Context: an optimization exercise on an open-source flow, tuned for small area, a short achievable clock period and few clock cycles per item. The choices shown serve that exercise and are no tape-out recipe.
The RTL was checked by simulation tests, not by an equivalence proof against the original design.

Design median_filter_range_scaler, start of the top module:
module median_filter_range_scaler
(
	input  logic                  clk,
	input  logic                  arst_n,
	input  logic                  sample_valid,
	output logic                  sample_ready,
	input  logic [SAMPLE_BITS-1:0] sample,
	output logic                  result_valid,
	input  logic                  result_ready,
	output logic [SAMPLE_BITS-1:0] result_filtered,
	output logic signed [VAL_W-1:0] result_value,
	output logic                  result_valid_res,
	input  logic                  psel,
	input  logic                  penable,
	input  logic                  pwrite,
	input  logic [APB_ADDR_W-1:0] paddr,
	input  logic [APB_DATA_W-1:0] pwdata,
	output logic [APB_DATA_W-1:0] prdata,
	output logic                  pready
);
Size in the first run: ~2,500 cells after synthesis, about 110 I/O pins, ~0.024 mm^2 of cells after synthesis.
clock: 7.5 ns
lec_check: 0
cap_margin: 20
core_margin: 2
core_utilization: 40
place_density: 0.6
setup_slack_margin: 3.0
slew_margin: 20
run.sh (not shown) runs the stock make flow with config.mk's settings and CLKGATE_MAP_FILE= SYNTH_SCRIPT=/design/flow/synth_recipe.tcl, a recipe that flattens the netlist after the stock synthesis.
The starting point produced a clean layout.
Testbench counts at the start, summed over its fixed seeds: cycles 4,224, items 3,840.
==> next run, changes <==
SETUP_SLACK_MARGIN = 3.5   (was 3.0)
Clock skew goes up by 6.2 ps.
Sequential cell count stays the same.
Setup slack is better by 80 ps.
Global-route usage went up by 0.79 points.
Via count goes up by about 2.3%.
Clock-buffer cell count shrinks by 1.

* * *

median_filter_range_scaler, a different RTL version from the one above (not shown whole).
For scale: ~260 flip-flops, ~22000 um2 of cells after synthesis.
Design median_filter_range_scaler, start of the top module:
module median_filter_range_scaler
(
	input  logic                  clk,
	input  logic                  arst_n,
	input  logic                  sample_valid,
	output logic                  sample_ready,
	input  logic [SAMPLE_BITS-1:0] sample,
	output logic                  result_valid,
	input  logic                  result_ready,
	output logic [SAMPLE_BITS-1:0] result_filtered,
	output logic signed [VAL_W-1:0] result_value,
	output logic                  result_valid_res,
	input  logic                  psel,
	input  logic                  penable,
	input  logic                  pwrite,
	input  logic [APB_ADDR_W-1:0] paddr,
	input  logic [APB_DATA_W-1:0] pwdata,
	output logic [APB_DATA_W-1:0] prdata,
	output logic                  pready
);
clock: 7.5 ns
lec_check: 0
cap_margin: 20
core_margin: 2
core_utilization: 55
place_density: 0.75
setup_slack_margin: 3.3
slew_margin: 20
The first run completed without violations.
Testbench counts at the start, summed over its fixed seeds: cycles 4,224, items 3,840.
Next try:
Settings changed: CAP_MARGIN 20 to 5, SETUP_SLACK_MARGIN 3.3 to 3.0, SLEW_MARGIN 20 to 5.
What happened: Clock-buffer cell count is lower by 6; worst setup slack is worse by 0.052 ns; cell count is lower by 3.1%.
Next try:
Settings changed: CAP_MARGIN 5 to 20, CORE_UTILIZATION 55 to 50, PLACE_DENSITY 0.75 to 0.7, SETUP_SLACK_MARGIN 3.0 to 2.8, SLEW_MARGIN 5 to 20.
Outcome: The changed run went through all stages and came out clean; worst setup slack is worse by 0.17 ns; cell count goes up by a few percent; clock skew rises by 0.010 ns; synthesized cell count is unchanged; worst hold slack improves by 0.0040 ns.

* * *

Setup of job 1336:
median_filter_range_scaler again, from the RTL that the note above started with.
export LEC_CHECK = 0
export CAP_MARGIN = 20
export CORE_MARGIN = 2
export CORE_UTILIZATION = 62
export PLACE_DENSITY = 0.8
export SETUP_SLACK_MARGIN = 3.0
export SLEW_MARGIN = 20
create_clock -name core_clock -period 7.5 [get_ports {clk}]
Job 1336: no failed stages, no open violations at the end
Testbench counts of job 1336, summed over its fixed seeds: cycles 4,224, items 3,840.
What job 4805 does differently from job 1336 at the input level:
- PLACE_DENSITY: 0.8 -> 0.75
- CORE_UTILIZATION: 62 -> 55
- SETUP_SLACK_MARGIN: 3.0 -> 2.6
## What came out
- Job 4805 vs job 1336, endpoint of the most critical setup path: den_q[9]$_DFF_P_ vs kr_q[2]$_SDFF_PN0_
- Going from job 1336 to job 4805, post-CTS setup-driven buffer insertion count lower, maximum number of pins on one net before global-route repair grew by 19, hold slack saw a decrease, overall routed net length dropped about 9%.
- Of job 4805 and job 1336, job 1336 shows the higher effective utilization at floorplan, with job 4805 below it.
- Job 4805 against job 1336: total number of placement rows has increased, post-layout instance area has decreased.
--- input diff job 4805..job 6446 ---
- SETUP_SLACK_MARGIN: 2.6 -> 3.0
Results
- CTS buffer count (job 6446 vs. job 4805) increases by a few percent
- Relative to job 4805, clock latency of the later-clocked register in the worst-skew pair has decreased by 0.02 ns in job 6446.
- Compared with job 4805, final area in job 6446 increased by a few percent.
Input-level comparison between job 2717 and job 6446:
- SETUP_SLACK_MARGIN: 3.0 -> 2.8
==> comparison <==
Job 6446 and job 2717 ended up with roughly the same routed via count divided by cell count.
Global routing usage summed across all routing layers: job 6446 vs job 2717, no meaningful difference
Compared with job 6446, job 2717 improves design area.
| total wire length after detailed routing | job 2717 vs job 6446 | worse |
met2 layer usage reported by global route ends up higher on job 6446.
Job 2717 vs. job 6446: clock skew went down by 0.0053 ns.
Job 2717 vs job 6446: worst hold-check slack down in job 2717
Looking at sequential share of layout area, job 2717 sits 0.41 points above job 6446.
[compare] base=job 6446 new=job 2717: non-clock buffer count has decreased, core utilization went down 0.94 points.
Setup changes, job 2717 to job 5188
- an added TNS_END_PERCENT of 0
- a change of SETUP_SLACK_MARGIN from 2.8 to 3.0
==> summary.txt <==
Job 5188: no failed stages, no open violations at the end
The global-route usage of job 5188 is higher than that of job 2717.
Routed wire length per instance across job 5188 and job 2717: no real change.
| wire length of the first global-routing pass | job 5188 vs job 2717 | worse |
The final reports for job 5188 and job 2717 show post-route minimum period higher in the former.
Changes observed in job 5188 relative to job 2717: non-clock buffer count in the final layout climbed 18%, sequential share of layout area fell by 0.43 points.

[what the ideal ports hide]
No port has a modelled driver above. Below, the same layouts with a new extraction and two added sets of constraints.
Step 1, drivers: a clkbuf_16 drives clk and a buf_2 each remaining input, both assumed.
Step 2, shift: input delay + t, output delay - t, t = (earliest + latest rising clock arrival at the registers) / 2. This alone moves slack from input paths to output paths.
Slacks: ideal ports / drivers / drivers and shift; pairs: ideal ports / drivers.
run	t (ns)	slack for setup (ns)	worst setup path after step 2	latest minus earliest clock arrival (ns)	pins driven straight from the clock port
the first run of note 1	0.647	2.833 / 2.833 / 2.833	register to register	0.036 / 0.036	1
the second run of note 1	0.647	2.913 / 2.913 / 2.913	register to register	0.045 / 0.045	1
the first run of note 2	0.647	3.055 / 3.055 / 2.553	input to register	0.032 / 0.033	1
the second run of note 2	0.621	3.002 / 3.013 / 2.392	input to register	0.021 / 0.022	1
the third run of note 2	0.596	2.830 / 2.828 / 2.386	input to register	0.030 / 0.030	1
job 1336	0.654	2.975 / 2.975 / 2.502	input to register	0.026 / 0.026	1
job 4805	0.635	2.621 / 2.614 / 2.005	input to register	0.030 / 0.030	1
job 6446	0.621	3.002 / 3.013 / 2.392	input to register	0.021 / 0.022	1
job 2717	0.629	2.880 / 2.856 / 2.355	input to register	0.015 / 0.015	1
job 5188	0.631	2.788 / 2.821 / 2.190	input to register	0.024 / 0.024	1
After both steps setup and hold are still met in every run listed. The setup slack of job 4805, which loses most, moves by -0.007 ns with the drivers and by -0.616 ns with both steps.
